Background: an optimization exercise with open tools, aiming at small area and a short achievable clock period. Do not read the settings as production practice. In this exercise RTL edits were held to simulation tests only and were not proved equivalent to the original. No activity file was given, so power comes from the tool's default toggle rates.

<file path="flow/run.sh">
#!/bin/bash
# Standard layout, with plain buffers on the ports and a lighter clock tree
# (no dummy loads, larger sink clusters).
set -euo pipefail
export BUFFER_PORTS_ARGS="-buffer_cell sky130_fd_sc_hd__buf_1"
export CTS_ARGS="-sink_clustering_enable -repair_clock_nets -dont_use_dummy_load -buf_list {sky130_fd_sc_hd__clkbuf_16} -sink_clustering_size 24 -sink_clustering_max_diameter 60"
bash standard.sh > standard.log 2>&1
</file>
<file path="standard.sh">
#!/bin/bash
# synth_recipe.tcl (not shown) runs the flow's synth.tcl, then flattens the netlist and writes it again
# the make line also repeats each setting of config.mk as NAME=value (left out here)
make -C /OpenROAD-flow-scripts/flow DESIGN_CONFIG=/design/flow/config.mk WORK_HOME=/design/flow/orfs CLKGATE_MAP_FILE= SYNTH_SCRIPT=/design/flow/synth_recipe.tcl "${@:-finish}"
</file>
<file path="config.mk">
export PLATFORM = sky130hd
export DESIGN_NAME = default_peripheral_system
export DESIGN_NICKNAME = default_peripheral_system
export VERILOG_FILES = /design/flow/design.v
export SDC_FILE = /design/flow/constraint.sdc
export NUM_CORES = 4
export LEC_CHECK = 0
export CAP_MARGIN = 20
export CORE_MARGIN = 2
export CORE_UTILIZATION = 65
export PLACE_DENSITY = 0.75
export SLEW_MARGIN = 20
</file>
<file path="constraint.sdc">
create_clock -name core_clock -period 85.0 [get_ports {clock}]
set_input_delay 17.0000 -clock core_clock [delete_from_list [all_inputs] [get_ports {clock}]]
set_output_delay 17.0000 -clock core_clock [all_outputs]
set_load 0.01 [all_outputs]
</file>
<file path="design.v">
package dps_pkg;
	localparam int IRQ_NUM_TIMER  = 36;
	localparam int IRQ_NUM_SCI_RX = 37;
	localparam logic [1:0] OFF_0 = 2'd0;
	localparam logic [1:0] OFF_4 = 2'd1;
	localparam logic [1:0] OFF_8 = 2'd2;
	localparam logic [1:0] OFF_C = 2'd3;
endpackage
module dps_bus_ctrl (
	input  logic        clock,
	input  logic        rst,
	input  logic        req,
	input  logic        rw,
	input  logic [31:0] addr,
	input  logic [31:0] wdata,
	output logic        busy,
	output logic        valid,
	output logic [31:0] rdata,
	output logic        timer_wr,
	output logic        sci_wr,
	output logic        sci_rd,
	output logic [1:0]  offset,
	output logic [31:0] wdata_q,
	input  logic [31:0] timer_rdata,
	input  logic [31:0] sci_rdata
);
	logic        idle;
	logic        first;
	logic        rw_q;
	logic        low_q;
	logic        a8_q;
	logic        timer_q;
	logic        sci_q;
	logic [31:0] data_q;
	logic [31:0] rd;
	assign timer_q = low_q && !a8_q;
	assign sci_q   = low_q && a8_q;
	assign rd      = (timer_q ? timer_rdata : 32'd0) | (sci_q ? sci_rdata : 32'd0);
	always_ff @(posedge clock) begin
		if (rst) begin
			busy  <= 1'b0;
			idle  <= 1'b1;
			valid <= 1'b0;
		end else begin
			busy  <= idle ? req : first;
			idle  <= idle ? !req : !first;
			valid <= !idle && !first && !rw_q;
		end
		first <= idle;
	end
	always_ff @(posedge clock) begin
		if (idle) begin
			rw_q   <= rw;
			offset <= addr[3:2];
			low_q  <= (addr[31:9] == 23'd0) && (addr[1:0] == 2'd0);
			a8_q   <= addr[8];
		end
	end
	always_ff @(posedge clock) begin
		if (idle) begin
			data_q <= wdata;
		end else if (first) begin
			data_q <= rd;
		end
	end
	assign timer_wr = !idle && first && timer_q && rw_q;
	assign sci_wr   = !idle && first && sci_q && rw_q;
	assign sci_rd   = !idle && first && sci_q && !rw_q;
	assign wdata_q  = data_q;
	assign rdata    = data_q;
endmodule
module dps_timer (
	input  logic        clock,
	input  logic        rst,
	input  logic        rst_q,
	input  logic        wr,
	input  logic [1:0]  offset,
	input  logic [31:0] wdata,
	output logic [31:0] rdata,
	output logic        match
);
	logic        run;
	logic [31:0] count;
	logic [31:0] cmp;
	logic [1:0]  mode;
	logic        hit;
	logic        start;
	assign hit   = run && (count == cmp);
	assign start = wr && (offset == dps_pkg::OFF_0) && wdata[0];
	always_ff @(posedge clock) begin
		if (rst) begin
			run   <= 1'b0;
			match <= 1'b0;
		end else begin
			match <= hit && mode[0];
			if (wr && offset == dps_pkg::OFF_0) begin
				run <= wdata[0];
			end else if (hit && !mode[1]) begin
				run <= 1'b0;
			end
		end
	end
	always_ff @(posedge clock) begin
		if (rst_q) begin
			count <= '0;
			mode  <= '0;
			cmp   <= '0;
		end else begin
			if (start || (hit && mode[1])) begin
				count <= '0;
			end else if (run && !hit) begin
				count <= count + 32'd1;
			end
			if (wr && offset == dps_pkg::OFF_8) begin
				cmp <= wdata;
			end
			if (wr && offset == dps_pkg::OFF_C) begin
				mode <= wdata[1:0];
			end
		end
	end
	always_comb begin
		case (offset)
			dps_pkg::OFF_0: rdata = {31'b0, run};
			dps_pkg::OFF_4: rdata = count;
			dps_pkg::OFF_8: rdata = cmp;
			default:        rdata = {30'b0, mode};
		endcase
	end
endmodule
module dps_sci (
	input  logic        clock,
	input  logic        rst,
	input  logic        rst_q,
	input  logic        rxd,
	input  logic        wr,
	input  logic        rd,
	input  logic [1:0]  offset,
	input  logic [31:0] wdata,
	output logic [31:0] rdata,
	output logic        txd,
	output logic        rx_event
);
	logic [31:0] cfg;
	logic [9:0]  tx_sr;
	logic [3:0]  tx_cnt;
	logic        tx_busy;
	logic        rxd_meta;
	logic        rxd_sync;
	logic        rx_act;
	logic        rx_dat;
	logic [8:0]  rx_sr;
	logic [3:0]  rx_cnt;
	logic [7:0]  rx_data;
	logic        rx_full;
	logic        rx_tick;
	logic        rx_take;
	logic [9:0]  tx_sr_next;
	assign tx_busy = |tx_sr;
	always_ff @(posedge clock) begin
		if (rst) begin
			cfg[0] <= 1'b0;
		end else if (wr && offset == dps_pkg::OFF_8) begin
			cfg[0] <= wdata[0];
		end
		if (rst_q) begin
			cfg[31:1] <= '0;
		end else if (wr && offset == dps_pkg::OFF_8) begin
			cfg[31:1] <= wdata[31:1];
		end
	end
	always_comb begin
		if (wr && offset == dps_pkg::OFF_0 && cfg[0] && !tx_busy) begin
			tx_sr_next = {1'b1, wdata[7:0], 1'b0};
		end else if (&tx_cnt) begin
			tx_sr_next = {1'b0, tx_sr[9:1]};
		end else begin
			tx_sr_next = tx_sr;
		end
	end
	always_ff @(posedge clock) begin
		if (rst) begin
			tx_sr <= '0;
			txd   <= 1'b1;
		end else begin
			tx_sr <= tx_sr_next;
			txd   <= tx_sr_next[0] || !(|tx_sr_next);
		end
		tx_cnt <= tx_busy ? tx_cnt + 4'd1 : 4'd0;
	end
	always_ff @(posedge clock) begin
		rxd_meta <= rxd;
		rxd_sync <= rxd_meta;
	end
	assign rx_tick = &rx_cnt;
	assign rx_take = rx_act && rx_dat && rx_sr[0] && rx_tick;
	always_ff @(posedge clock) begin
		rx_cnt <= rx_act ? rx_cnt + 4'd1 : 4'd8;
		if (!rx_act) begin
			rx_dat <= 1'b0;
		end else if (rx_tick) begin
			if (!rx_dat) begin
				rx_dat <= 1'b1;
				rx_sr  <= 9'h100;
			end else if (!rx_sr[0]) begin
				rx_sr <= {rxd_sync, rx_sr[8:1]};
			end
		end
		if (rst) begin
			rx_act   <= 1'b0;
			rx_event <= 1'b0;
		end else begin
			if (!rx_act) begin
				rx_act <= cfg[0] && !rxd_sync;
			end else if (rx_tick && (rx_dat ? rx_sr[0] : rxd_sync)) begin
				rx_act <= 1'b0;
			end
			rx_event <= rx_take && cfg[1];
		end
		if (rst_q) begin
			rx_full <= 1'b0;
			rx_data <= '0;
		end else begin
			if (rx_take) begin
				rx_full <= 1'b1;
				rx_data <= rx_sr[8:1];
			end else if (rd && offset == dps_pkg::OFF_4) begin
				rx_full <= 1'b0;
			end
		end
	end
	always_comb begin
		case (offset)
			dps_pkg::OFF_4: rdata = {24'b0, rx_data};
			dps_pkg::OFF_8: rdata = cfg;
			dps_pkg::OFF_C: rdata = {30'b0, rx_full, tx_busy};
			default:        rdata = '0;
		endcase
	end
endmodule
module dps_irq_ctrl (
	input  logic        clock,
	input  logic        rst,
	input  logic        rst_q,
	input  logic        cfg_req,
	input  logic [5:0]  cfg_entry,
	input  logic        cfg_valid,
	input  logic        cfg_mask,
	input  logic [1:0]  cfg_level,
	input  logic [63:0] events,
	input  logic        ack,
	output logic        irq_req,
	output logic [5:0]  irq_num
);
	logic [63:0] enabled;
	logic [63:0] lvl1;
	logic [63:0] lvl0;
	logic [63:0] pending;
	logic [63:0] cand;
	logic [63:0] top1;
	logic [63:0] sel;
	logic        max1;
	logic        max0;
	logic        found;
	logic [5:0]  best_num;
	always_ff @(posedge clock) begin
		for (int i = 0; i < 64; i++) begin
			if (rst) begin
				enabled[i] <= 1'b0;
			end else if (cfg_req && cfg_entry == 6'(i)) begin
				enabled[i] <= cfg_valid && cfg_mask;
			end
			if (cfg_req && cfg_entry == 6'(i)) begin
				lvl1[i] <= cfg_level[1];
				lvl0[i] <= cfg_level[0];
			end
		end
	end
	assign cand  = pending & enabled;
	assign found = |cand;
	assign max1  = |(cand & lvl1);
	assign top1  = cand & (lvl1 | {64{!max1}});
	assign max0  = |(top1 & lvl0);
	assign sel   = top1 & (lvl0 | {64{!max0}});
	dps_prio_enc #(.W(6)) enc_i (
		.in  (sel),
		.any (),
		.idx (best_num)
	);
	always_ff @(posedge clock) begin
		for (int i = 0; i < 64; i++) begin
			pending[i] <= (pending[i] && !rst_q && !(irq_req && ack && irq_num == 6'(i))) || events[i];
		end
		if (rst) begin
			irq_req <= 1'b0;
		end else begin
			irq_req <= irq_req ? !ack : found;
		end
		if (!irq_req) begin
			irq_num <= best_num;
		end
	end
endmodule
module dps_prio_enc #(
	parameter int W = 6
) (
	input  logic [(1<<W)-1:0] in,
	output logic              any,
	output logic [W-1:0]      idx
);
	generate
		if (W == 1) begin : g_leaf
			assign any = in[0] | in[1];
			assign idx = !in[0];
		end else begin : g_node
			logic            any_lo;
			logic            any_hi;
			logic [W-2:0]    idx_lo;
			logic [W-2:0]    idx_hi;
			dps_prio_enc #(.W(W-1)) lo_i (
				.in  (in[(1<<(W-1))-1:0]),
				.any (any_lo),
				.idx (idx_lo)
			);
			dps_prio_enc #(.W(W-1)) hi_i (
				.in  (in[(1<<W)-1:(1<<(W-1))]),
				.any (any_hi),
				.idx (idx_hi)
			);
			assign any = any_lo | any_hi;
			assign idx = any_lo ? {1'b0, idx_lo} : {1'b1, idx_hi};
		end
	endgenerate
endmodule
module default_peripheral_system (
	input  logic        clock,
	input  logic        rst,
	input  logic        irq_cfg_req,
	input  logic [5:0]  irq_cfg_entry,
	input  logic        irq_cfg_valid,
	input  logic        irq_cfg_mask,
	input  logic [1:0]  irq_cfg_level,
	input  logic        req,
	input  logic        rw,
	input  logic [31:0] addr,
	input  logic [31:0] wdata,
	output logic        busy,
	output logic        valid,
	output logic [31:0] rdata,
	output logic        irq_req,
	output logic [5:0]  irq_num,
	input  logic        irq_ack,
	input  logic [63:0] irq_src,
	output logic        sci_txd,
	input  logic        sci_rxd
);
	logic        timer_match;
	logic        sci_rx_event;
	logic [63:0] irq_events;
	logic        rst_q;
	logic        timer_wr;
	logic        sci_wr;
	logic        sci_rd;
	logic [1:0]  offset;
	logic [31:0] wdata_q;
	logic [31:0] timer_rdata;
	logic [31:0] sci_rdata;
	always_comb begin
		irq_events                          = irq_src;
		irq_events[dps_pkg::IRQ_NUM_TIMER]  = irq_src[dps_pkg::IRQ_NUM_TIMER] | timer_match;
		irq_events[dps_pkg::IRQ_NUM_SCI_RX] = irq_src[dps_pkg::IRQ_NUM_SCI_RX] | sci_rx_event;
	end
	always_ff @(posedge clock) begin
		rst_q <= rst;
	end
	dps_bus_ctrl bus_ctrl_i (
		.clock       (clock),
		.rst         (rst),
		.req         (req),
		.rw          (rw),
		.addr        (addr),
		.wdata       (wdata),
		.busy        (busy),
		.valid       (valid),
		.rdata       (rdata),
		.timer_wr    (timer_wr),
		.sci_wr      (sci_wr),
		.sci_rd      (sci_rd),
		.offset      (offset),
		.wdata_q     (wdata_q),
		.timer_rdata (timer_rdata),
		.sci_rdata   (sci_rdata)
	);
	dps_timer timer_i (
		.rst_q    (rst_q),
		.clock  (clock),
		.rst    (rst),
		.wr     (timer_wr),
		.offset (offset),
		.wdata  (wdata_q),
		.rdata  (timer_rdata),
		.match  (timer_match)
	);
	dps_sci sci_i (
		.rst_q    (rst_q),
		.clock    (clock),
		.rst      (rst),
		.rxd      (sci_rxd),
		.wr       (sci_wr),
		.rd       (sci_rd),
		.offset   (offset),
		.wdata    (wdata_q),
		.rdata    (sci_rdata),
		.txd      (sci_txd),
		.rx_event (sci_rx_event)
	);
	dps_irq_ctrl irq_ctrl_i (
		.rst_q    (rst_q),
		.clock     (clock),
		.rst       (rst),
		.cfg_req   (irq_cfg_req),
		.cfg_entry (irq_cfg_entry),
		.cfg_valid (irq_cfg_valid),
		.cfg_mask  (irq_cfg_mask),
		.cfg_level (irq_cfg_level),
		.events    (irq_events),
		.ack       (irq_ack),
		.irq_req   (irq_req),
		.irq_num   (irq_num)
	);
endmodule
</file>
==> metrics.yaml, run 1 <==
clock_latency_ps: 530
die_x_um: 180
finClkSkew_ps: 29.5
cts_buffers: 36
synth-seq-cells: 447
ir_worst_vdd_mv: 0.0182
dieArea_um2: 32400
grt_usage_pct: 38.8
pwr-share-comb_pct: 5.5
cp_slowest_cell: "nand3_1"
clkTransAtPathRegs_ps: 80
ys_seq_area_share_pct: 53.4
syn_avg_cell_area_um2: 9.07
tightest_slew_ps: 1260
ioPinCount: 187
cts_sinks: 447
period_share_pct: 21.6
yosys_warnings: 5
syn-instance-count: 2220
finalWirelength_um: 64400
die_h_um: 180
first_pass_iters: 6
dp.cells: 2697
hold_viol: 0
synth-main-ff-cell: "dfxtp_1"
cts_tree: "done"
fp.coreArea_um2: 30600
cap_violations: 0
p_leak_nw: 7.10
postCtsHoldBufs: 0
grt_pass1_vias: 16700
routedWlPerCell_um: 23.6
post-route-drc-count: 0
cp-end-kind: "flip-flop"
status: "timing/DRC/antenna clean"
viasPerCell: 6.63
hold_path.class: "reg -> reg"
rows: 64
dr_total_vias: 18100
p_int_mw: 0.310
crit_fanout: 8
post-cts-setup-buffer-count: 0
arrival_ps: 18760
stdcell_count: 2733
synth_nets: 2368
clockPowerShare_pct: 36.3
grt_max_degree: 85
port_buffers: 182
rsz0062_at_grt: "no"
swShare_pct: 23.2
max_slew_margin_pct: 15.3
cp_common_cell: "nor2_1"
antenna_found_initial: 1
drtIter0Drc: 2353
synth_edf_count: 180
grt_pass1_wl_um: 96800
critPathKind: "in -> reg"
htreeDepth: 2
multi_input_area_um2: 8830
power_density_nw_per_um2: 18.4
seqCellArea_um2: 10800
worstSetupStartpointType: "input port"
clockBufferDepth: 3
crit_required_ps: 85430
cts_resized: 0
diodes: 0
tns_ps: 0
start_util_pct: 65.8
syn_to_final_growth_pct: 8.67
drtAntennaViolNets: 0
hpwl_um: 45200
cp_cell_sequence: "buf_1 > nor2_1 > nand3_1 > nor2_1 > nand2_1 > a21oi_1"
drive_gt1_share_pct: 6.93
slew_violations: 0
clock.fmax_ghz: 0.0546
async_reset_ff_share_pct: 0
ys_types: 75
fill_cells: 2407
syn_area_um2: 20100
p_seq_share_pct: 58.2
critPathTopFamily: "simple AND/OR/NAND/NOR gates"
gp_congestion: 1.05
power.switching_mw: 0.0933
root_buffer: "clkbuf_16"
worst-path-buf-inv: 1
grt-ovfl-total: 0
fin_nets: 2487
fin_crit_ps: 18330
cp_slowest_stage_delay_ps: 610
setup_viol: 0
[final timing paths]
path | start | end | slack [ps] | depth (start not counted)
hold reg to reg | sci_i.rxd_meta | sci_i.rxd_sync | 310 | 0
setup reg to reg | irq_ctrl_i.lvl1[40] | irq_ctrl_i.irq_num[0] | 78190 | 16
hold / removal | sci_i.rxd_meta | sci_i.rxd_sync | 310 | 0
setup / recovery | irq_cfg_entry[3] | irq_ctrl_i.enabled[19] | 66670 | 6
[Yosys cell counts, drive strengths merged (6+ instances only)]
cell     number  area [um2]
or3           7        43.8
o2111ai      66         578
a21oi       167         836
mux2i        11         110
nor4         24         163
dfxtp       267        5350
nand3        90         450
xor2         23         201
inv          19        71.3
buf          21         170
a31oi        13        81.3
a31o         63         552
o211ai        6        50.1
nand2b       13        81.3
o21a         11        82.6
clkbuf       99         375
and2         15        96.3
nand2       414        1550
edfxtp      180        5410
mux2          9         101
nor3         15        80.1
nor2b        15        93.8
o21ai       166         835
xnor2        40         350
a21boi        6        45.1
nor2        282        1060
and3          7        43.8
nand4        74         463
a22oi        38         285
[cells in the final DEF, fill, tap and decap left out, types with 62 or more instances in the layout]
master and count:
nand2_1 413, nor2_1 281, a31o_2 62, edfxtp_1 180, o2111ai_1 66, o21ai_0 142
nand3_1 89, nand4_1 74, buf_1 179, a21oi_1 167, dfxtp_1 265
[sequential cells by signal, summed over array words and instances, names as in the netlist, 6 cells and up]
name and count:
sci_i.cfg 32, irq_ctrl_i.enabled 64, irq_ctrl_i.pending 64, sci_i.rx_data 8
irq_ctrl_i.lvl1 64, timer_i.cmp 32, timer_i.count 32, bus_ctrl_i.data_q 32
irq_ctrl_i.irq_num 6, sci_i.rx_sr 9, sci_i.tx_sr 10, irq_ctrl_i.lvl0 64
[routing by layer]
| layer | up-vias | GRT usage, % | wire length [um] | part of all wire, % |
|---|---|---|---|---|
| met5 | - | 0 | 11 | 0.017 |
| met4 | 2 | 26.2 | 5250 | 8.1 |
| met3 | 254 | 5.62 | 6430 | 10 |
| met2 | 1103 | 61.1 | 29000 | 45 |
| met1 | 8515 | 50.1 | 23700 | 37 |
| li1 | 8243 | - | - | - |
[per-stage QoR]
| step | worst slack (ps) | total power, mW | area, um2 | utilization, % | hold WS [ps] |
|---|---|---|---|---|---|
| global placement | 66330 | 0.260 | 21000 | 68.6 | 311 |
| detailed placement | 66260 | 0.261 | 21000 | 68.6 | 313 |
| CTS | 66770 | 0.403 | 21900 | 71.5 | 310 |
| floorplan | 66720 | 0.250 | 20100 | - | 310 |
| global route | 66630 | 0.413 | 21900 | 71.5 | 335 |
| finish | 66670 | 0.403 | 21900 | 71.5 | 310 |
[power by group through the flow]
stage	logic [mW]	clock network [mW]	registers, mW
after CTS	0.0217	0.147	0.234
final	0.0222	0.146	0.235
after floorplan	0.0123	0	0.237
after detailed placement	0.0216	0	0.239
after global routing	0.0236	0.154	0.235
after global placement	0.0210	0	0.239
[layout make-up]
cell class	instances	share of cell area [%]
repair buffers	201	3.79
multi-input cells	1634	40.4
clock buffers	36	4.12
well taps	396	2.26
flip-flops and latches	447	49.1
inverters	19	0.326
[logic make-up after synthesis]
logic type	synth area share, %
and+or+nand+nor	21.2
AOI/OAI and AO/OA	18.2
DFF	53.4
buffers and inverters	3.06
xor gates and xnor gates	2.74
muxes	1.16
adders and majority gates	0.186
==> run 2: changes to the inputs <==
--- a/design.v
+++ b/design.v
@@ -267,6 +267,4 @@
 		for (int i = 0; i < 64; i++) begin
-			if (rst) begin
-				enabled[i] <= 1'b0;
-			end else if (cfg_req && cfg_entry == 6'(i)) begin
-				enabled[i] <= cfg_valid && cfg_mask;
+			if (rst || (cfg_req && cfg_entry == 6'(i))) begin
+				enabled[i] <= cfg_valid && cfg_mask && !rst;
 			end
==> flow/run.sh (replaced) <==
#!/bin/bash
# The standard layout (standard.sh) with these changes:
# - synthesis maps the logic with an area-oriented ABC script (flow/abc_area.script,
#   used in place of ORFS's abc_speed.script); the flops and their names are the
#   standard synthesis's, as only the combinational logic goes through ABC;
# - the ports get plain buf_1 buffers instead of the delay cell buffer_ports picks;
# - clock tree synthesis without dummy loads and with larger sink clusters.
# Each step's full output is in the logs under orfs/logs and in *.log here.
set -euo pipefail
here=$(pwd)
rm -rf "$here/abc_scripts"
cp -r "$FLOW_HOME/scripts" "$here/abc_scripts"
cp "$here/flow/abc_area.script" "$here/abc_scripts/abc_speed.script"
export BUFFER_PORTS_ARGS="-buffer_cell sky130_fd_sc_hd__buf_1"
export CTS_ARGS="-sink_clustering_enable -repair_clock_nets -dont_use_dummy_load -buf_list {sky130_fd_sc_hd__clkbuf_8 sky130_fd_sc_hd__clkbuf_16} -sink_clustering_size 30 -sink_clustering_max_diameter 80"
SCRIPTS_DIR="$here/abc_scripts" bash standard.sh synth > synth.log 2>&1
bash standard.sh > standard.log 2>&1
==> flow/abc_area.script (new file) <==
&get -n
&st
&deepsyn -T 60
&dch -f
&nf -R 1000 -p -F 8 -A 4 -a
&st
&deepsyn -T 60
&dch -f
&nf -R 1000 -p -F 8 -A 4 -a
&put
buffer -c
topo
stime -c
upsize -c
dnsize -c
--- a/config.mk
+++ b/config.mk
@@ -9,4 +9,4 @@
 export CORE_MARGIN = 2
-export CORE_UTILIZATION = 65
-export PLACE_DENSITY = 0.75
+export CORE_UTILIZATION = 80
+export PLACE_DENSITY = 0.88
 export SLEW_MARGIN = 20
==> metrics.yaml, run 2 <==
cap_violations: 0  # unchanged
total_power_mw: 0.383  # was 0.403 mW
cts_tree: "done"  # unchanged
synth-seq-cells: 447  # unchanged
syn_avg_cell_area_um2: 10.4  # was 9.07 um2
cp_slowest_cell: "nand3_1"  # unchanged
die_h_um: 158  # was 180 um
start_util_pct: 81.4  # was 65.8%
critPathKind: "in -> reg"  # unchanged
crit_path_start: "irq_cfg_req"  # was irq_cfg_entry[3]
port_buffers: 182  # unchanged
syn-instance-count: 1823  # was 2220
synth.most_common_cell: "nand2_1"  # unchanged
arrival_ps: 19080  # was 18760 ps
rsz0062_at_grt: "no"  # unchanged
fin_crit_ps: 18810  # was 18330 ps
tns_ps: 0  # unchanged
cts_resized: 0  # unchanged
drive_gt1_share_pct: 7.49  # was 6.93%
routedWlPerCell_um: 26.3  # was 23.6 um
cp-end-kind: "flip-flop"  # unchanged
first_pass_iters: 13  # was 6
crit_fanout: 4  # was 8
ir_worst_vdd_mv: 0.0192  # was 0.0182 mV
synth_area_leaders: "edfxtp_1, dfxtp_1, nand2_1"  # unchanged
finalWirelength_um: 60400  # was 64400 um
setup_viol: 0  # unchanged
antenna_found_initial: 2  # was 1
slew_violations: 0  # unchanged
drtIter0Drc: 3361  # was 2353
synth_nets: 1971  # was 2368
final_common_cell: "nand2_1"  # unchanged
synth_top_area_share_pct: 38.5  # was 26.8%
finClkSkew_ps: 13.5  # was 29.5 ps
yosys_warnings: 5  # unchanged
dieArea_um2: 25100  # was 32400 um2
finalWorstSetupSlack_ps: 66190  # was 66670 ps
period_share_pct: 22.1  # was 21.6%
clockBufferDepth: 3  # unchanged
postCtsHoldBufs: 0  # unchanged
status: "timing/DRC/antenna clean"  # unchanged
stdcell_count: 2294  # was 2733
clkTransAtPathRegs_ps: 110  # was 80 ps
ys_types: 67  # was 75
worstSetupStartpointType: "input port"  # unchanged
synth-main-ff-cell: "edfxtp_1"  # was dfxtp_1
power_density_nw_per_um2: 18.6  # was 18.4 nW/um2
worst-path-buf-inv: 1  # unchanged
crit_required_ps: 85270  # was 85430 ps
fp.coreArea_um2: 23400  # was 30600 um2
syn_to_final_growth_pct: 7.97  # was 8.67%
hp-start: "sci_i.rxd_meta"  # unchanged
synth_edf_count: 244  # was 180
dp.cells: 2274  # was 2697
htreeDepth: 1  # was 2
viasPerCell: 7.33  # was 6.63
cts_buffers: 18  # was 36
clock.fmax_ghz: 0.0532  # was 0.0546 GHz
dpl_worst_slack_ps: 66060  # was 66260 ps
drtAntennaViolNets: 0  # unchanged
hpwl_um: 40800  # was 45200 um
fin_nets: 2125  # was 2487
clock_latency_ps: 540  # was 530 ps
post-cts-setup-buffer-count: 0  # unchanged
dr_total_vias: 16800  # was 18100
tightest_slew_ps: 1110  # was 1260 ps
reg2reg_from: "irq_ctrl_i.enabled[18]"  # was irq_ctrl_i.lvl1[40]
cp_cell_sequence: "buf_1 > nor3b_1 > nand3_1 > nor2_1 > or2_2"  # was buf_1 > nor2_1 > nand3_1 > nor2_1 > nand2_1 > a21oi_1
async_reset_ff_share_pct: 0  # unchanged
cts_sinks: 447  # unchanged
rows: 56  # was 64
ioPinCount: 187  # unchanged
p_leak_nw: 7.70  # was 7.10 nW
gp_congestion: 1.12  # was 1.05
ys_top_cells_by_count: "nand2_1, edfxtp_1, dfxtp_1, nor2_1, nand3_1"  # was nand2_1, nor2_1, dfxtp_1, edfxtp_1, a21oi_1
ys_seq_area_share_pct: 59.8  # was 53.4%
hold_viol: 0  # unchanged
die_x_um: 158  # was 180 um
diodes: 0  # unchanged
grt_pass1_wl_um: 90700  # was 96800 um
max_slew_margin_pct: 25.1  # was 15.3%
grt_max_degree: 79  # was 85
grt-ovfl-total: 0  # unchanged
hold_path.class: "reg -> reg"  # unchanged
grt_pass1_vias: 15900  # was 16700
critPathTopFamily: "simple AND/OR/NAND/NOR gates"  # unchanged
cp_slowest_stage_delay_ps: 690  # was 610 ps
syn_area_um2: 19000  # was 20100 um2
yosys.area.top_type: "edfxtp_1"  # unchanged
final_cell_mix: "nand2_1, edfxtp_1, dfxtp_1"  # was nand2_1, nor2_1, dfxtp_1
post-route-drc-count: 0  # unchanged
root_buffer: "clkbuf_16"  # unchanged
grt_usage_pct: 49.0  # was 38.8%
## run 2: cell types whose count changed after synthesis, moves of 62 or more
cell and delta:
a21o_1 +63, edfxtp_1 +64, a21oi_1 -113, a31o_2 -62, o21ai_0 -92, dfxtp_1 -64, a22o_1 +72, nand2_1 -124
or2_2 +65, nor2_1 -105
## run 2: cell families after synthesis
group	count (synthesis)	synth area share [%]
and+or+nand+nor	833	20.9
buffers and inverters	105	2.18
adders and majority gates	3	0.197
AOI/OAI and AO/OA	419	16.2
DFF	447	59.8
xor gates and xnor gates	14	0.644
muxes	2	0.105
## run 2: stage by stage
stage | util, % | instance area (um2) | hold slack [ps]
after floorplan | - | 19000 | 310
after global placement | 85.7 | 20100 | 312
after detailed placement | 85.7 | 20100 | 316
after CTS | 87.7 | 20500 | 340
after global routing | 87.9 | 20600 | 347
final | 87.9 | 20600 | 342
## run 2: final timing paths
kind,to,slack (ps),depth (start not counted)
setup / recovery,irq_ctrl_i.enabled[60],66190,5
hold / removal,sci_i.rxd_sync,340,0
setup reg to reg,irq_ctrl_i.irq_num[0],77490,26
hold reg to reg,sci_i.rxd_sync,340,0
## run 2: worst register-to-register path: cells and delay by family, from the launching register on
family,cells,cell delay (ps)
AO/OA/AOI/OAI,8,2330
AND/OR/NAND/NOR,15,3500
flip-flops,1,430
buffers and inverters,3,1000
## run 2: where the power goes
group	switching (mW)	internal, mW	leakage, nW
registers	0.00828	0.236	3.95
clock network	0.0627	0.0386	0.222
logic	0.0248	0.0124	3.52
total	0.0958	0.287	7.70
## run 2: cell type report
class,instances,area (um2)
fillers,1152,2840
flip-flops and latches,447,11400
well taps,319,399
inverters,38,144
multi-input cells,1271,7350
clock buffers,18,450
repair buffers,201,837
## run 2: per-layer routing
layer | track usage (%) | vias to the layer above | wire, um
met5 | 0 | - | 29
met4 | 36.6 | 4 | 5990
met3 | 15.2 | 426 | 8850
met2 | 76.2 | 1661 | 27000
met1 | 57.8 | 7678 | 18500
li1 | - | 7046 | -
==> run 3: changes to the inputs <==
--- a/config.mk
+++ b/config.mk
@@ -9,4 +9,4 @@
 export CORE_MARGIN = 2
-export CORE_UTILIZATION = 80
-export PLACE_DENSITY = 0.88
-export SLEW_MARGIN = 20
+export CORE_UTILIZATION = 65
+export PLACE_DENSITY = 0.75
+export SLEW_MARGIN = 70
==> metrics.yaml, run 3 <==
status: "timing/DRC/antenna clean"  # unchanged
drive_gt1_share_pct: 9.82  # was 7.49%
worst-path-buf-inv: 1  # unchanged
multi_input_area_um2: 7500  # was 7350 um2
reg2reg_from: "irq_ctrl_i.enabled[18]"  # unchanged
grt-ovfl-total: 0  # unchanged
cp_cell_sequence: "buf_1"  # was buf_1 > nor3b_1 > nand3_1 > nor2_1 > or2_2
syn-instance-count: 1823  # unchanged
clock.fmax_ghz: 0.0547  # was 0.0532 GHz
die_x_um: 175  # was 158 um
syn_to_final_growth_pct: 10.3  # was 7.97%
ir_worst_vdd_mv: 0.0158  # was 0.0192 mV
stdcell_count: 2379  # was 2294
cts_tree: "done"  # unchanged
slew_violations: 0  # unchanged
drtAntennaViolNets: 0  # unchanged
critPathKind: "reg -> out"  # was in -> reg
seqCellArea_um2: 11400  # about the same
rrSetupSlack_ps: 77560  # was 77490 ps
top_layer: "met5"  # unchanged
regToRegEndpoint: "irq_ctrl_i.irq_num[0]"  # unchanged
yosys.area.top_type: "edfxtp_1"  # unchanged
synth_area_leaders: "edfxtp_1, dfxtp_1, nand2_1"  # unchanged
hpwl_um: 43300  # was 40800 um
period_share_pct: 21.5  # was 22.1%
yosys_warnings: 5  # unchanged
die_h_um: 175  # was 158 um
cts_resized: 0  # unchanged
route.met2.wl_um: 28900  # was 27000 um
synth_top_area_share_pct: 38.5  # unchanged
synth-main-ff-cell: "edfxtp_1"  # unchanged
rsz0062_at_grt: "no"  # unchanged
ys_top_cells_by_count: "nand2_1, edfxtp_1, dfxtp_1, nor2_1, nand3_1"  # unchanged
synth_nets: 1971  # unchanged
whs_path_depth: 0  # unchanged
setup_viol: 0  # unchanged
async_reset_ff_share_pct: 0  # unchanged
fin_crit_ps: 18270  # was 18810 ps
drtIter0Drc: 2041  # was 3361
post-cts-setup-buffer-count: 0  # unchanged
grt_pass1_vias: 15200  # was 15900
gp_congestion: 0.997  # was 1.12
grt_pass1_wl_um: 88800  # was 90700 um
fill_cells: 2096  # was 1152
crit_fanout: 5  # was 4
synth.most_common_cell: "nand2_1"  # unchanged
dr_total_vias: 15800  # was 16800
dp.cells: 2357  # was 2274
hold-path-endpoint: "sci_i.rxd_sync"  # unchanged
rows: 62  # was 56
port_buffers: 182  # unchanged
hold_path.class: "reg -> reg"  # unchanged
first_pass_iters: 8  # was 13
synth-seq-cells: 447  # unchanged
clkTransAtPathRegs_ps: 110  # about the same
fin_nets: 2145  # was 2125
p_leak_nw: 7.85  # was 7.70 nW
m1WireLength_um: 21900  # was 18500 um
antenna_found_initial: 3  # was 2
syn_area_um2: 19000  # unchanged
ys_seq_area_share_pct: 59.8  # unchanged
tns_ps: 0  # unchanged
htreeDepth: 1  # unchanged
cap_violations: 0  # unchanged
max_slew_margin_pct: 68.6  # was 25.1%
tightest_slew_ps: 470  # was 1110 ps
finClkSkew_ps: 51.2  # was 13.5 ps
hold_viol: 0  # unchanged
ioPinCount: 187  # unchanged
wl_met3_um: 5690  # was 8850 um
critPathTopFamily: "flip-flops"  # was simple AND/OR/NAND/NOR gates
post-route-drc-count: 0  # unchanged
worstSetupStartpointType: "flip-flop"  # was input port
arrival_ps: 1270  # was 19080 ps
viasPerCell: 6.64  # was 7.33
grt_max_degree: 65  # was 79
postCtsHoldBufs: 0  # unchanged
final_cell_mix: "nand2_1, edfxtp_1, dfxtp_1"  # unchanged
ys_types: 67  # unchanged
clockBufferDepth: 3  # unchanged
finalWirelength_um: 59900  # was 60400 um
root_buffer: "clkbuf_16"  # unchanged
grt_usage_pct: 38.4  # was 49.0%
final_common_cell: "nand2_1"  # unchanged
power_density_nw_per_um2: 18.4  # was 18.6 nW/um2
cp_slowest_stage_delay_ps: 480  # was 690 ps
cts_buffers: 19  # was 18
crit_path_start: "bus_ctrl_i.data_q[1]"  # was irq_cfg_req
synth_edf_count: 244  # unchanged
hp-start: "sci_i.rxd_meta"  # unchanged
diodes: 0  # unchanged
syn_avg_cell_area_um2: 10.4  # unchanged
cp-end-kind: "output pin"  # was flip-flop
r2r_cells: 28  # was 26
cts_sinks: 447  # unchanged
crit_required_ps: 68000  # was 85270 ps
dieArea_um2: 30700  # was 25100 um2
cp_slowest_cell: "edfxtp_1"  # was nand3_1
fp.coreArea_um2: 28800  # was 23400 um2
start_util_pct: 66.2  # was 81.4%
clock_latency_ps: 560  # was 540 ps
routedWlPerCell_um: 25.2  # was 26.3 um
==> run 3: cell counts after synthesis <==
Identical to the previous run, type by type.
==> run 3: area by class of cell <==
cell class	count	share of cell area [%]
inverters	38	0.697
flip-flops and latches	447	54.2
multi-input cells	1271	35.7
repair buffers	220	4.85
clock buffers	19	2.26
well taps	384	2.29
==> run 3: worst max-delay path by stage <==
stage | to | slack [ps] | cells past startpoint
2_1_floorplan | irq_ctrl_i.enabled[0] | 65470 | 4
3_3_place_gp | irq_ctrl_i.enabled[0] | 66140 | 5
3_5_place_dp | irq_ctrl_i.enabled[54] | 66210 | 6
4_1_cts | rdata[1] | 66730 | 1
5_1_grt | rdata[1] | 66680 | 1
6_report | rdata[1] | 66730 | 1
==> run 3: cells by family after synthesis <==
group	synth area share (%)
simple gates	20.9
xor+xnor	0.644
compound gates	16.2
mux	0.105
flops	59.8
fa+ha+maj	0.197
buf+inv	2.18
==> run 3: report_power, final <==
part           switching (mW)  internal, mW  total (mW)
Sequential            0.00789         0.236       0.244
Combinational          0.0251        0.0133      0.0384
Clock                  0.0641        0.0405       0.105
Total                  0.0971         0.290       0.387
==> run 3: worst register-to-register path: cells and delay by family (launching register included) <==
family,cells,cell delay (ps)
DFF,1,450
buffers and inverters,5,1400
AOI/OAI and AO/OA,7,1910
and+or+nand+nor,16,3470
==> run 3: per-stage QoR <==
step	worst slack (ps)	hold WS (ps)	utilization (%)	area, um2	power (mW)
final	66730	339	73.0	21000	0.387
after global routing	66680	349	73.0	21000	0.397
after CTS	66730	343	72.8	21000	0.385
after detailed placement	66210	318	71.1	20500	0.285
after global placement	66140	312	70.0	20100	0.283
after floorplan	65470	310	-	19000	0.266
==> run 3: routing by layer <==
metal / GRT usage (%) / vias to the layer above
li1: - / 7079
met1: 47.9 / 7623
met2: 65.1 / 945
met3: 6.20 / 153
met4: 19.2 / 2
met5: 0 / -
==> run 4: changes to the inputs <==
--- a/flow/run.sh
+++ b/flow/run.sh
@@ -15,2 +15,4 @@
 export CTS_ARGS="-sink_clustering_enable -repair_clock_nets -dont_use_dummy_load -buf_list {sky130_fd_sc_hd__clkbuf_8 sky130_fd_sc_hd__clkbuf_16} -sink_clustering_size 30 -sink_clustering_max_diameter 80"
+export SETUP_SLACK_MARGIN=66.8
+export SETUP_MOVE_SEQUENCE="sizeup,swap"
 SCRIPTS_DIR="$here/abc_scripts" bash standard.sh synth > synth.log 2>&1
--- a/config.mk
+++ b/config.mk
@@ -11,2 +11,2 @@
 export PLACE_DENSITY = 0.75
-export SLEW_MARGIN = 70
+export SLEW_MARGIN = 20
==> metrics.yaml, run 4 <==
cp-end-kind: "output pin"  # unchanged
cp_slowest_cell: "edfxtp_1"  # unchanged
slew_violations: 0  # unchanged
drive_gt1_share_pct: 8.90  # was 9.82%
worst-path-buf-inv: 1  # unchanged
ys_top_cells_by_count: "nand2_1, edfxtp_1, dfxtp_1, nor2_1, nand3_1"  # unchanged
port_buffers: 182  # unchanged
syn_area_um2: 19000  # unchanged
cts_tree: "done"  # unchanged
status: "timing/DRC/antenna clean"  # unchanged
rows: 62  # unchanged
tns_ps: 0  # unchanged
dr_total_vias: 15600  # was 15800
ys_seq_area_share_pct: 59.8  # unchanged
fin_nets: 2127  # was 2145
arrival_ps: 1270  # about the same
grt-ovfl-total: 0  # unchanged
finClkSkew_ps: 55.4  # was 51.2 ps
hold_viol: 0  # unchanged
total_power_mw: 0.387  # about the same
post-cts-setup-buffer-count: 0  # unchanged
synth_area_leaders: "edfxtp_1, dfxtp_1, nand2_1"  # unchanged
die_x_um: 175  # unchanged
first_pass_iters: 9  # was 8
critPathKind: "reg -> out"  # unchanged
cp_slowest_stage_delay_ps: 530  # was 480 ps
synth-main-ff-cell: "edfxtp_1"  # unchanged
yosys.area.top_type: "edfxtp_1"  # unchanged
critPathTopFamily: "flip-flops"  # unchanged
viasPerCell: 6.60  # was 6.64
final_cell_mix: "nand2_1, edfxtp_1, dfxtp_1"  # unchanged
cap_violations: 0  # unchanged
synth.most_common_cell: "nand2_1"  # unchanged
grt_max_degree: 79  # was 65
muxShareOfSynthArea_pct: 0.105  # unchanged
start_util_pct: 66.2  # unchanged
max_slew_margin_pct: 30.4  # was 68.6%
die_h_um: 175  # unchanged
fill_cells: 2145  # was 2096
antenna_found_initial: 2  # was 3
final_common_cell: "nand2_1"  # unchanged
async_reset_ff_share_pct: 0  # unchanged
synth_edf_count: 244  # unchanged
ioPinCount: 187  # unchanged
syn_to_final_growth_pct: 8.89  # was 10.3%
synth_top_area_share_pct: 38.5  # unchanged
postCtsHoldBufs: 0  # unchanged
htreeDepth: 1  # unchanged
grt_pass1_vias: 14800  # was 15200
post-route-drc-count: 0  # unchanged
synth-seq-cells: 447  # unchanged
cts_buffers: 20  # was 19
root_buffer: "clkbuf_16"  # unchanged
syn-instance-count: 1823  # unchanged
p_leak_nw: 7.75  # was 7.85 nW
tightest_slew_ps: 1040  # was 470 ps
hpwl_um: 42200  # was 43300 um
rsz0062_at_grt: "yes"  # was no
synth_nets: 1971  # unchanged
yosys.area_share.simple_pct: 20.9  # unchanged
yosys_warnings: 5  # unchanged
synth_top_family_by_area: "simple AND/OR/NAND/NOR gates"  # unchanged
power_density_nw_per_um2: 18.7  # was 18.4 nW/um2
ir_worst_vdd_mv: 0.0201  # was 0.0158 mV
drtAntennaViolNets: 0  # unchanged
syn_avg_cell_area_um2: 10.4  # unchanged
synth_adder_area_share_pct: 0.197  # unchanged
period_share_pct: 21.5  # about the same
finalWirelength_um: 58800  # was 59900 um
grt_usage_pct: 37.6  # was 38.4%
synthXorXnorAreaFrac_pct: 0.644  # unchanged
clockBufferDepth: 3  # unchanged
dpl_worst_slack_ps: 66090  # was 66210 ps
fin_crit_ps: 18270  # about the same
final_area_um2: 20700  # was 21000 um2
crit_fanout: 6  # was 5
grt_pass1_wl_um: 86600  # was 88800 um
cts_sinks: 447  # unchanged
clock_latency_ps: 570  # was 560 ps
fp.coreArea_um2: 28800  # unchanged
clock.fmax_ghz: 0.0547  # about the same
routedWlPerCell_um: 24.9  # was 25.2 um
finish.utilization_pct: 72.1  # was 73.0%
dieArea_um2: 30700  # unchanged
hold_path.class: "reg -> reg"  # unchanged
setup_viol: 0  # unchanged
place_area_um2: 20200  # was 20500 um2
gp_congestion: 0.979  # was 0.997
crit_required_ps: 68000  # about the same
worstSetupStartpointType: "flip-flop"  # unchanged
synth-compound-area-share_pct: 16.2  # unchanged
cp_cell_sequence: "buf_1"  # unchanged
finalWorstSetupSlack_ps: 66730  # about the same
drtIter0Drc: 1973  # was 2041
ys_types: 67  # unchanged
clkTransAtPathRegs_ps: 110  # about the same
run 4: logic make-up (layout without fill, tap and decap cells):
family,Yosys count,after routing
xor gates and xnor gates,14,14
and+or+nand+nor,833,833
DFF,447,447
muxes,2,2
other,0,1
AOI/OAI and AO/OA,419,419
adders and majority gates,3,3
buffers and inverters,105,259
run 4: worst register-to-register path: cells and delay by family (launching register included):
kind                   cells  cell delay [ps]
and+or+nand+nor           14             3270
DFF                        1              360
AOI/OAI and AO/OA         10             2840
buffers and inverters      3              990
run 4: worst paths after layout:
kind	start	endpoint	slack (ps)	depth (start not counted)
worst max-delay path	bus_ctrl_i.data_q[0]	rdata[0]	66730	1
worst min-delay path	sci_i.rxd_meta	sci_i.rxd_sync	330	0
worst max register to register	irq_ctrl_i.enabled[46]	irq_ctrl_i.irq_num[0]	77250	27
worst min register to register	sci_i.rxd_meta	sci_i.rxd_sync	330	0
run 4: per-layer routing:
| metal | routed length [um] | GRT usage (%) | vias up |
|---|---|---|---|
| met3 | 4770 | 5.16 | 154 |
| li1 | - | - | 7046 |
| met1 | 22300 | 47.7 | 7516 |
| met4 | 3230 | 18.1 | 2 |
| met2 | 28500 | 64.0 | 863 |
| met5 | 13 | 0 | - |
run 4: power breakdown:
part / internal (mW) / total [mW] / switching, mW / leakage (nW)
sequential: 0.236 / 0.244 / 0.00801 / 3.95
clock: 0.0425 / 0.107 / 0.0640 / 0.246
combinational: 0.0125 / 0.0366 / 0.0241 / 3.54
total: 0.291 / 0.387 / 0.0961 / 7.75
run 4: repair_timing:
item / 4_1_cts / 5_1_grt
pin swaps: 0 / 0
endpoints found under the setup margin: 59 / 38
resized for setup: 6 / 14
run 4: per-stage QoR:
stage               instances  hold slack, ps
detailed placement       2341             319
floorplan                1823             310
CTS                      2361             338
finish                   2362             333
global placement         2341             313
global route             2361             349
run 4: layout make-up:
type | instances | area (um2) | share of cell area, %
well taps | 384 | 480 | 2.32
diodes | 1 | 2.50 | 0.0121
flip-flops and latches | 447 | 11400 | 54.9
repair buffers | 201 | 842 | 4.06
clock buffers | 20 | 500 | 2.41
inverters | 38 | 144 | 0.694
multi-input cells | 1271 | 7380 | 35.6
==> run 5: changes to the inputs <==
--- a/flow/run.sh
+++ b/flow/run.sh
@@ -15,4 +15,2 @@
 export CTS_ARGS="-sink_clustering_enable -repair_clock_nets -dont_use_dummy_load -buf_list {sky130_fd_sc_hd__clkbuf_8 sky130_fd_sc_hd__clkbuf_16} -sink_clustering_size 30 -sink_clustering_max_diameter 80"
-export SETUP_SLACK_MARGIN=66.8
-export SETUP_MOVE_SEQUENCE="sizeup,swap"
 SCRIPTS_DIR="$here/abc_scripts" bash standard.sh synth > synth.log 2>&1
==> metrics.yaml, run 5 <==
status: "timing/DRC/antenna clean"  # unchanged
final_common_cell: "nand2_1"  # unchanged
cp_cell_sequence: "buf_1 > nand2b_1 > nor2_1 > or2_2"  # was buf_1
p_leak_nw: 7.71  # was 7.75 nW
antenna_found_initial: 2  # unchanged
total_power_mw: 0.387  # about the same
ys_types: 67  # unchanged
yosys_warnings: 5  # unchanged
async_reset_ff_share_pct: 0  # unchanged
period_share_pct: 21.6  # was 21.5%
grt-ovfl-total: 0  # unchanged
cap_violations: 0  # unchanged
dieArea_um2: 30700  # unchanged
die_h_um: 175  # unchanged
power.switching_mw: 0.0959  # was 0.0961 mW
syn_area_um2: 19000  # unchanged
postCtsHoldBufs: 0  # unchanged
tns_ps: 0  # unchanged
routedWlPerCell_um: 25.0  # was 24.9 um
drtIter0Drc: 2054  # was 1973
worst-path-buf-inv: 1  # unchanged
ioPinCount: 187  # unchanged
post-route-drc-count: 0  # unchanged
final_cell_mix: "nand2_1, edfxtp_1, dfxtp_1"  # unchanged
cts_resized: 0  # was 6
synth-seq-cells: 447  # unchanged
htreeDepth: 1  # unchanged
arrival_ps: 18670  # was 1270 ps
crit_fanout: 16  # was 6
cp_slowest_cell: "nand2b_1"  # was edfxtp_1
ir_worst_vdd_mv: 0.0184  # was 0.0201 mV
rsz0062_at_grt: "no"  # was yes
gp_congestion: 0.997  # was 0.979
swShare_pct: 24.8  # about the same
rrSetupSlack_ps: 76910  # was 77250 ps
wl_met3_um: 5450  # was 4770 um
cts_buffers: 20  # unchanged
clockPowerShare_pct: 27.5  # about the same
grt_max_degree: 79  # unchanged
slew_violations: 0  # unchanged
reg2reg_from: "irq_ctrl_i.enabled[18]"  # was irq_ctrl_i.enabled[46]
top_layer: "met5"  # unchanged
cts_sinks: 447  # unchanged
synth-main-ff-cell: "edfxtp_1"  # unchanged
regToRegEndpoint: "irq_ctrl_i.irq_num[0]"  # unchanged
hold_viol: 0  # unchanged
dp.cells: 2339  # was 2341
first_pass_iters: 11  # was 9
grt_usage_pct: 38.2  # was 37.6%
hold_path.class: "reg -> reg"  # unchanged
syn_avg_cell_area_um2: 10.4  # unchanged
synth_top_area_share_pct: 38.5  # unchanged
multi_input_area_um2: 7330  # was 7380 um2
critPathKind: "in -> reg"  # was reg -> out
hold-path-endpoint: "sci_i.rxd_sync"  # unchanged
whs_path_depth: 0  # unchanged
cp-end-kind: "flip-flop"  # was output pin
cts_tree: "done"  # unchanged
hpwl_um: 42700  # was 42200 um
setup_viol: 0  # unchanged
dr_total_vias: 15800  # was 15600
pwr-share-comb_pct: 9.5  # was 9.4%
m1WireLength_um: 21500  # was 22300 um
synth.most_common_cell: "nand2_1"  # unchanged
stdcell_count: 2360  # was 2362
clockBufferDepth: 3  # unchanged
hp-start: "sci_i.rxd_meta"  # unchanged
power_density_nw_per_um2: 18.7  # about the same
grt_pass1_vias: 14900  # was 14800
p_seq_share_pct: 63.0  # about the same
die_x_um: 175  # unchanged
p_int_mw: 0.291  # about the same
viasPerCell: 6.71  # was 6.60
port_buffers: 182  # unchanged
fill_cells: 2116  # was 2145
route.met2.wl_um: 28400  # was 28500 um
clkTransAtPathRegs_ps: 110  # about the same
finish.utilization_pct: 71.8  # was 72.1%
max_slew_margin_pct: 30.3  # was 30.4%
yosys.area.top_type: "edfxtp_1"  # unchanged
tightest_slew_ps: 1050  # was 1040 ps
cp_slowest_stage_delay_ps: 830  # was 530 ps
root_buffer: "clkbuf_16"  # unchanged
finalWirelength_um: 59000  # was 58800 um
clock.fmax_ghz: 0.0545  # was 0.0547 GHz
ys_seq_area_share_pct: 59.8  # unchanged
rows: 62  # unchanged
fp.coreArea_um2: 28800  # unchanged
clock_latency_ps: 560  # was 570 ps
syn_to_final_growth_pct: 8.49  # was 8.89%
synth_edf_count: 244  # unchanged
finClkSkew_ps: 68.7  # was 55.4 ps
syn-instance-count: 1823  # unchanged
start_util_pct: 66.2  # unchanged
post-cts-setup-buffer-count: 0  # unchanged
crit_required_ps: 85310  # was 68000 ps
synth_area_leaders: "edfxtp_1, dfxtp_1, nand2_1"  # unchanged
fin_hold_ws_ps: 338  # was 333 ps
drive_gt1_share_pct: 7.49  # was 8.90%
fin_crit_ps: 18360  # was 18270 ps
drtAntennaViolNets: 0  # unchanged
synth_nets: 1971  # unchanged
seqCellArea_um2: 11400  # unchanged
r2r_cells: 26  # was 27
fin_nets: 2125  # was 2127
critPathTopFamily: "simple AND/OR/NAND/NOR gates"  # was flip-flops
ys_top_cells_by_count: "nand2_1, edfxtp_1, dfxtp_1, nor2_1, nand3_1"  # unchanged
grt_pass1_wl_um: 88400  # was 86600 um
worstSetupStartpointType: "input port"  # was flip-flop
run 5: layer usage:
| layer | up-vias | GRT usage [%] |
|---|---|---|
| met3 | 191 | 5.13 |
| li1 | 7042 | - |
| met2 | 941 | 64.2 |
| met4 | 2 | 19.7 |
| met5 | - | 0 |
| met1 | 7664 | 48.7 |
run 5: worst max path at each step:
stage / start / end / slack (ps) / depth (start not counted)
finish: irq_cfg_entry[3] / irq_ctrl_i.enabled[54] / 66640 / 4
global route: irq_cfg_req / irq_ctrl_i.enabled[52] / 66620 / 5
CTS: irq_cfg_entry[3] / irq_ctrl_i.enabled[54] / 66650 / 4
detailed placement: irq_cfg_entry[3] / irq_ctrl_i.enabled[54] / 66070 / 4
global placement: irq_cfg_req / irq_ctrl_i.enabled[0] / 66140 / 5
floorplan: rst / irq_ctrl_i.enabled[0] / 65470 / 4
run 5: area by class of cell:
class | count | share of cell area [%]
multi-input combinational | 1271 | 35.5
sequential | 447 | 55.1
clock buffer | 20 | 2.42
inverter | 38 | 0.696
tap | 384 | 2.32
timing repair buffer | 199 | 3.94
antenna | 1 | 0.0121
run 5: stage by stage:
| step | setup WS (ps) | instance area, um2 |
|---|---|---|
| after global routing | 66620 | 20700 |
| final | 66640 | 20700 |
| after global placement | 66140 | 20100 |
| after detailed placement | 66070 | 20100 |
| after floorplan | 65470 | 19000 |
| after CTS | 66650 | 20600 |
run 5: power by group through the flow:
stage               clock [mW]  combinational (mW)  sequential (mW)
floorplan                    0              0.0194            0.247
global placement             0              0.0348            0.248
detailed placement           0              0.0356            0.248
CTS                      0.107              0.0358            0.243
global route             0.114              0.0392            0.245
finish                   0.106              0.0366            0.244
run 5: logic make-up after synthesis:
group | after synthesis | share of synthesized area [%]
adder cells (fa/ha/maj) | 3 | 0.197
XOR/XNOR | 14 | 0.644
buffers and inverters | 105 | 2.18
AND/OR/NAND/NOR | 833 | 20.9
multiplexers | 2 | 0.105
AO/OA/AOI/OAI | 419 | 16.2
flip-flops | 447 | 59.8
==> run 6: changes to the inputs <==
--- a/flow/run.sh
+++ b/flow/run.sh
@@ -14,3 +14,3 @@
 export BUFFER_PORTS_ARGS="-buffer_cell sky130_fd_sc_hd__buf_1"
-export CTS_ARGS="-sink_clustering_enable -repair_clock_nets -dont_use_dummy_load -buf_list {sky130_fd_sc_hd__clkbuf_8 sky130_fd_sc_hd__clkbuf_16} -sink_clustering_size 30 -sink_clustering_max_diameter 80"
+export CTS_ARGS="-sink_clustering_enable -repair_clock_nets -dont_use_dummy_load -buf_list {sky130_fd_sc_hd__clkbuf_16} -sink_clustering_size 30 -sink_clustering_max_diameter 80"
 SCRIPTS_DIR="$here/abc_scripts" bash standard.sh synth > synth.log 2>&1
--- a/config.mk
+++ b/config.mk
@@ -9,4 +9,4 @@
 export CORE_MARGIN = 2
-export CORE_UTILIZATION = 65
-export PLACE_DENSITY = 0.75
+export CORE_UTILIZATION = 70
+export PLACE_DENSITY = 0.78
 export SLEW_MARGIN = 20
==> metrics.yaml, run 6 <==
whs_path_depth: 0  # unchanged
worstSetupStartpointType: "input port"  # unchanged
syn_area_um2: 19000  # unchanged
cap_violations: 0  # unchanged
viasPerCell: 6.85  # was 6.71
setup_viol: 0  # unchanged
hp-start: "sci_i.rxd_meta"  # unchanged
synth_adder_area_share_pct: 0.197  # unchanged
max_slew_margin_pct: 26.5  # was 30.3%
synth-compound-area-share_pct: 16.2  # unchanged
synth.most_common_cell: "nand2_1"  # unchanged
clockBufferDepth: 3  # unchanged
dr_total_vias: 15900  # was 15800
cp_slowest_stage_delay_ps: 470  # was 830 ps
tns_ps: 0  # unchanged
postCtsHoldBufs: 0  # unchanged
clkTransAtPathRegs_ps: 110  # about the same
synth_top_area_share_pct: 38.5  # unchanged
arrival_ps: 18640  # was 18670 ps
finClkSkew_ps: 50.1  # was 68.7 ps
regToRegEndpoint: "irq_ctrl_i.irq_num[0]"  # unchanged
routedWlPerCell_um: 25.2  # was 25.0 um
stdcell_count: 2318  # was 2360
cp_slowest_cell: "nor3b_1"  # was nand2b_1
drive_gt1_share_pct: 7.44  # was 7.49%
hold_viol: 0  # unchanged
cts_tree: "done"  # unchanged
root_buffer: "clkbuf_16"  # unchanged
ys_seq_area_share_pct: 59.8  # unchanged
grt_pass1_wl_um: 87000  # was 88400 um
syn-instance-count: 1823  # unchanged
rows: 60  # was 62
r2r_cells: 27  # was 26
hpwl_um: 41900  # was 42700 um
antenna_found_initial: 1  # was 2
start_util_pct: 71.1  # was 66.2%
critPathKind: "in -> reg"  # unchanged
post-cts-setup-buffer-count: 0  # unchanged
die_h_um: 169  # was 175 um
fp.coreArea_um2: 26800  # was 28800 um2
synth_nets: 1971  # unchanged
ys_top_cells_by_count: "nand2_1, edfxtp_1, dfxtp_1, nor2_1, nand3_1"  # unchanged
cts_sinks: 447  # unchanged
grt_usage_pct: 40.4  # was 38.2%
cp_cell_sequence: "buf_1 > nor3b_1 > nand3_1 > nor2_1 > or2_2"  # was buf_1 > nand2b_1 > nor2_1 > or2_2
hold-path-endpoint: "sci_i.rxd_sync"  # unchanged
first_pass_iters: 8  # was 11
fill_cells: 1809  # was 2116
grt-ovfl-total: 0  # unchanged
ioPinCount: 187  # unchanged
final_cell_mix: "nand2_1, edfxtp_1, dfxtp_1"  # unchanged
fin_nets: 2126  # was 2125
cts_buffers: 19  # was 20
finalWorstSetupSlack_ps: 66630  # was 66640 ps
port_buffers: 182  # unchanged
synth_edf_count: 244  # unchanged
syn_to_final_growth_pct: 8.03  # was 8.49%
synth-main-ff-cell: "edfxtp_1"  # unchanged
p_leak_nw: 7.70  # was 7.71 nW
die_x_um: 169  # was 175 um
muxShareOfSynthArea_pct: 0.105  # unchanged
drtAntennaViolNets: 0  # unchanged
yosys.area.top_type: "edfxtp_1"  # unchanged
power_density_nw_per_um2: 18.7  # about the same
total_power_mw: 0.384  # was 0.387 mW
rrSetupSlack_ps: 77560  # was 76910 ps
ir_worst_vdd_mv: 0.0143  # was 0.0184 mV
cp-end-kind: "flip-flop"  # unchanged
yosys_warnings: 5  # unchanged
ys_types: 67  # unchanged
synthXorXnorAreaFrac_pct: 0.644  # unchanged
cts_resized: 0  # unchanged
period_share_pct: 21.6  # about the same
rsz0062_at_grt: "no"  # unchanged
crit_path_start: "irq_cfg_req"  # was irq_cfg_entry[3]
grt_pass1_vias: 15200  # was 14900
slew_violations: 0  # unchanged
synth-seq-cells: 447  # unchanged
dpl_worst_slack_ps: 66120  # was 66070 ps
dp.cells: 2298  # was 2339
crit_required_ps: 85270  # was 85310 ps
syn_avg_cell_area_um2: 10.4  # unchanged
tightest_slew_ps: 1100  # was 1050 ps
htreeDepth: 1  # unchanged
drtIter0Drc: 2359  # was 2054
crit_fanout: 4  # was 16
post-route-drc-count: 0  # unchanged
async_reset_ff_share_pct: 0  # unchanged
status: "timing/DRC/antenna clean"  # unchanged
place_area_um2: 20100  # about the same
hold_path.class: "reg -> reg"  # unchanged
clock.fmax_ghz: 0.0544  # was 0.0545 GHz
reg2reg_from: "irq_ctrl_i.enabled[46]"  # was irq_ctrl_i.enabled[18]
final_area_um2: 20600  # was 20700 um2
finalWirelength_um: 58300  # was 59000 um
synth_area_leaders: "edfxtp_1, dfxtp_1, nand2_1"  # unchanged
grt_max_degree: 79  # unchanged
clock_latency_ps: 560  # about the same
final_common_cell: "nand2_1"  # unchanged
yosys.area_share.simple_pct: 20.9  # unchanged
synth_top_family_by_area: "simple AND/OR/NAND/NOR gates"  # unchanged
gp_congestion: 1.01  # was 0.997
fin_crit_ps: 18370  # was 18360 ps
dieArea_um2: 28500  # was 30700 um2
-- run 6: cell counts after synthesis --
No cell type changed its count.
-- run 6: worst max path at each step --
stage | endpoint | slack [ps] | cells after the start
after floorplan | irq_ctrl_i.enabled[0] | 65470 | 4
after global placement | irq_ctrl_i.enabled[0] | 66220 | 5
after detailed placement | irq_ctrl_i.enabled[57] | 66120 | 4
after CTS | irq_ctrl_i.enabled[57] | 66700 | 4
after global routing | irq_ctrl_i.enabled[57] | 66610 | 4
final | irq_ctrl_i.enabled[52] | 66630 | 5
-- run 6: layout make-up --
| type | instances | area, um2 | area share [%] |
|---|---|---|---|
| well taps | 341 | 427 | 2.07 |
| inverters | 38 | 144 | 0.699 |
| flip-flops and latches | 447 | 11400 | 55.4 |
| multi-input cells | 1271 | 7310 | 35.5 |
| diodes | 1 | 2.50 | 0.0122 |
| repair buffers | 201 | 830 | 4.03 |
| clock buffers | 19 | 475 | 2.31 |
-- run 6: where the power goes --
| group | internal [mW] | switching, mW |
|---|---|---|
| logic | 0.0123 | 0.0239 |
| registers | 0.236 | 0.00802 |
| clock network | 0.0405 | 0.0632 |
-- run 6: cell families (layout without fill, tap and decap cells) --
group | Yosys count | in the layout
mux | 2 | 2
buf+inv | 105 | 258
fa+ha+maj | 3 | 3
compound gates | 419 | 419
xor+xnor | 14 | 14
flops | 447 | 447
simple gates | 833 | 833
other cells | 0 | 1
-- run 6: worst max-delay path, delay by kind of cell --
family | cells | cell delay (ps)
buffers and inverters | 1 | 180
and+or+nand+nor | 4 | 1450
-- run 6: per-stage QoR --
stage | util, % | hold WS (ps)
2_1_floorplan | - | 310
3_3_place_gp | 75.0 | 313
3_5_place_dp | 75.0 | 314
4_1_cts | 76.8 | 318
5_1_grt | 76.8 | 328
6_report | 76.8 | 315
-- run 6: layer usage --
metal	vias to the layer above	part of all wire, %	track usage [%]
li1	7050	-	-
met1	7597	36	49.8
met2	1027	48	69.3
met3	209	8.9	5.85
met4	0	6.6	22.0
met5	-	0	0
==> run 7: changes to the inputs <==
--- a/design.v
+++ b/design.v
@@ -265,10 +265,18 @@
 	logic [5:0]  best_num;
+	logic [7:0]  wsel_hi;
+	logic [7:0]  wsel_lo;
+	logic        ent_valid;
+	assign ent_valid = cfg_valid && cfg_mask && !rst;
+	always_comb begin
+		for (int j = 0; j < 8; j++) begin
+			wsel_hi[j] = rst || (cfg_req && cfg_entry[5:3] == 3'(j));
+			wsel_lo[j] = rst || (cfg_entry[2:0] == 3'(j));
+		end
+	end
 	always_ff @(posedge clock) begin
 		for (int i = 0; i < 64; i++) begin
-			if (rst || (cfg_req && cfg_entry == 6'(i))) begin
-				enabled[i] <= cfg_valid && cfg_mask && !rst;
-			end
-			if (cfg_req && cfg_entry == 6'(i)) begin
-				lvl1[i] <= cfg_level[1];
-				lvl0[i] <= cfg_level[0];
+			if (wsel_hi[i / 8] && wsel_lo[i % 8]) begin
+				enabled[i] <= ent_valid;
+				lvl1[i]    <= cfg_level[1];
+				lvl0[i]    <= cfg_level[0];
 			end
@@ -287,5 +295,13 @@
 	);
+	logic [7:0]  kill_hi;
+	logic [7:0]  kill_lo;
+	always_comb begin
+		for (int j = 0; j < 8; j++) begin
+			kill_hi[j] = rst_q || (irq_req && ack && irq_num[5:3] == 3'(j));
+			kill_lo[j] = rst_q || (irq_num[2:0] == 3'(j));
+		end
+	end
 	always_ff @(posedge clock) begin
 		for (int i = 0; i < 64; i++) begin
-			pending[i] <= (pending[i] && !rst_q && !(irq_req && ack && irq_num == 6'(i))) || events[i];
+			pending[i] <= (pending[i] && !(kill_hi[i / 8] && kill_lo[i % 8])) || events[i];
 		end
--- a/flow/run.sh
+++ b/flow/run.sh
@@ -14,3 +14,5 @@
 export BUFFER_PORTS_ARGS="-buffer_cell sky130_fd_sc_hd__buf_1"
-export CTS_ARGS="-sink_clustering_enable -repair_clock_nets -dont_use_dummy_load -buf_list {sky130_fd_sc_hd__clkbuf_16} -sink_clustering_size 30 -sink_clustering_max_diameter 80"
+export CTS_ARGS="-sink_clustering_enable -repair_clock_nets -dont_use_dummy_load -buf_list {sky130_fd_sc_hd__clkbuf_8} -sink_clustering_size 20 -sink_clustering_max_diameter 60"
+export SETUP_SLACK_MARGIN=66.8
+export SETUP_MOVE_SEQUENCE="sizeup,swap"
 SCRIPTS_DIR="$here/abc_scripts" bash standard.sh synth > synth.log 2>&1
--- a/config.mk
+++ b/config.mk
@@ -9,4 +9,4 @@
 export CORE_MARGIN = 2
-export CORE_UTILIZATION = 70
-export PLACE_DENSITY = 0.78
+export CORE_UTILIZATION = 65
+export PLACE_DENSITY = 0.75
 export SLEW_MARGIN = 20
==> metrics.yaml, run 7 <==
syn-instance-count: 1720  # was 1823
drtIter0Drc: 2139  # was 2359
root_buffer: "clkbuf_8"  # was clkbuf_16
dr_total_vias: 15200  # was 15900
first_pass_iters: 13  # was 8
final_common_cell: "edfxtp_1"  # was nand2_1
muxShareOfSynthArea_pct: 0.108  # was 0.105%
tns_ps: 0  # unchanged
status: "timing/DRC/antenna clean"  # unchanged
grt_usage_pct: 37.3  # was 40.4%
drtAntennaViolNets: 0  # unchanged
cp_cell_sequence: "clkbuf_2"  # was buf_1 > nor3b_1 > nand3_1 > nor2_1 > or2_2
dp.cells: 2263  # was 2298
drive_gt1_share_pct: 7.72  # was 7.44%
clock.fmax_ghz: 0.0542  # was 0.0544 GHz
grt_pass1_wl_um: 85400  # was 87000 um
post-route-drc-count: 0  # unchanged
syn_avg_cell_area_um2: 10.8  # was 10.4 um2
cts_buffers: 31  # was 19
hold_path.class: "reg -> reg"  # unchanged
finish.utilization_pct: 72.8  # was 76.8%
synth_area_leaders: "edfxtp_1, dfxtp_1, nand2_1"  # unchanged
cap_violations: 0  # unchanged
synth-main-ff-cell: "edfxtp_1"  # unchanged
max_slew_margin_pct: 22.5  # was 26.5%
total_power_mw: 0.423  # was 0.384 mW
tightest_slew_ps: 1160  # was 1100 ps
dieArea_um2: 29900  # was 28500 um2
hpwl_um: 40800  # was 41900 um
arrival_ps: 1440  # was 18640 ps
rsz0062_at_grt: "yes"  # was no
multi_input_area_um2: 6950  # was 7310 um2
clkTransAtPathRegs_ps: 120  # was 110 ps
ys_top_cells_by_count: "edfxtp_1, nand2_1, nor2_1, dfxtp_1, nand3_1"  # was nand2_1, edfxtp_1, dfxtp_1, nor2_1, nand3_1
clock_latency_ps: 650  # was 560 ps
worstSetupStartpointType: "flip-flop"  # was input port
finalWirelength_um: 56700  # was 58300 um
period_share_pct: 21.7  # was 21.6%
power_density_nw_per_um2: 20.8  # was 18.7 nW/um2
routedWlPerCell_um: 24.7  # was 25.2 um
gp_congestion: 0.973  # was 1.01
clockBufferDepth: 3  # unchanged
cts_sinks: 447  # unchanged
fin_crit_ps: 18440  # was 18370 ps
synth_top_area_share_pct: 39.4  # was 38.5%
synth.most_common_cell: "edfxtp_1"  # was nand2_1
fp.coreArea_um2: 27900  # was 26800 um2
worst-path-buf-inv: 1  # unchanged
start_util_pct: 66.5  # was 71.1%
htreeDepth: 1  # unchanged
synth-seq-cells: 447  # unchanged
finalWorstSetupSlack_ps: 66560  # was 66630 ps
synthXorXnorAreaFrac_pct: 0.943  # was 0.644%
crit_required_ps: 68000  # was 85270 ps
cp_slowest_stage_delay_ps: 610  # was 470 ps
seqCellArea_um2: 11400  # about the same
synth-compound-area-share_pct: 16.5  # was 16.2%
cp-end-kind: "output pin"  # was flip-flop
place_area_um2: 19800  # was 20100 um2
p_leak_nw: 7.54  # was 7.70 nW
grt_pass1_vias: 14600  # was 15200
critPathKind: "reg -> out"  # was in -> reg
ioPinCount: 187  # unchanged
cp_slowest_cell: "edfxtp_1"  # was nor3b_1
viasPerCell: 6.63  # was 6.85
finClkSkew_ps: 54.2  # was 50.1 ps
syn_to_final_growth_pct: 9.48  # was 8.03%
stdcell_count: 2295  # was 2318
async_reset_ff_share_pct: 0  # unchanged
grt-ovfl-total: 0  # unchanged
port_buffers: 182  # unchanged
## run 7: final timing paths
check,from,end,slack [ps],cells after the start
hold reg to reg,sci_i.rxd_meta,sci_i.rxd_sync,340,0
hold / removal,sci_i.rxd_meta,sci_i.rxd_sync,340,0
setup reg to reg,irq_ctrl_i.lvl1[51],irq_ctrl_i.irq_num[2],77800,26
setup / recovery,irq_ctrl_i.irq_num[0],irq_num[0],66560,1
## run 7: logic make-up after synthesis
logic type / count (synthesis)
and+or+nand+nor: 740
adders and majority gates: 3
xor gates and xnor gates: 20
buffers and inverters: 90
AOI/OAI and AO/OA: 418
muxes: 2
DFF: 447
## run 7: report_power, final
| group | switching, mW | internal [mW] | total (mW) |
|---|---|---|---|
| Clock | 0.0633 | 0.0326 | 0.0958 |
| Sequential | 0.0135 | 0.246 | 0.260 |
| Combinational | 0.0441 | 0.0229 | 0.0670 |
## run 7: final cells by class
cell class / count / share of cell area [%]
sequential: 447 / 56.0
multi-input combinational: 1183 / 34.1
timing repair buffer: 211 / 4.56
tap: 378 / 2.33
clock buffer: 31 / 2.10
inverter: 44 / 0.824
antenna: 1 / 0.0123
## run 7: per-layer routing
layer / track usage (%) / vias up / wire length [um]
met3: 5.47 / 185 / 5370
met5: 0 / - / 0
met4: 19.1 / 0 / 3590
met1: 47.5 / 7282 / 20600
li1: - / 6814 / -
met2: 62.6 / 932 / 27100
## run 7: repair_timing
| item | CTS | global route |
|---|---|---|
| setup buffers | 0 | 0 |
| pin swaps | 0 | 0 |
| hold buffers | 0 | 0 |
| resized for setup | 5 | 22 |
| setup endpoints to repair | 49 | 51 |

Setup slack of run 7, layout unchanged: 66.556 ns with ideal ports, 66.506 ns with driving cells assumed (clock clkbuf_16, inputs buf_2), 66.156 ns with port delays also shifted by the 0.668 ns mid clock arrival.
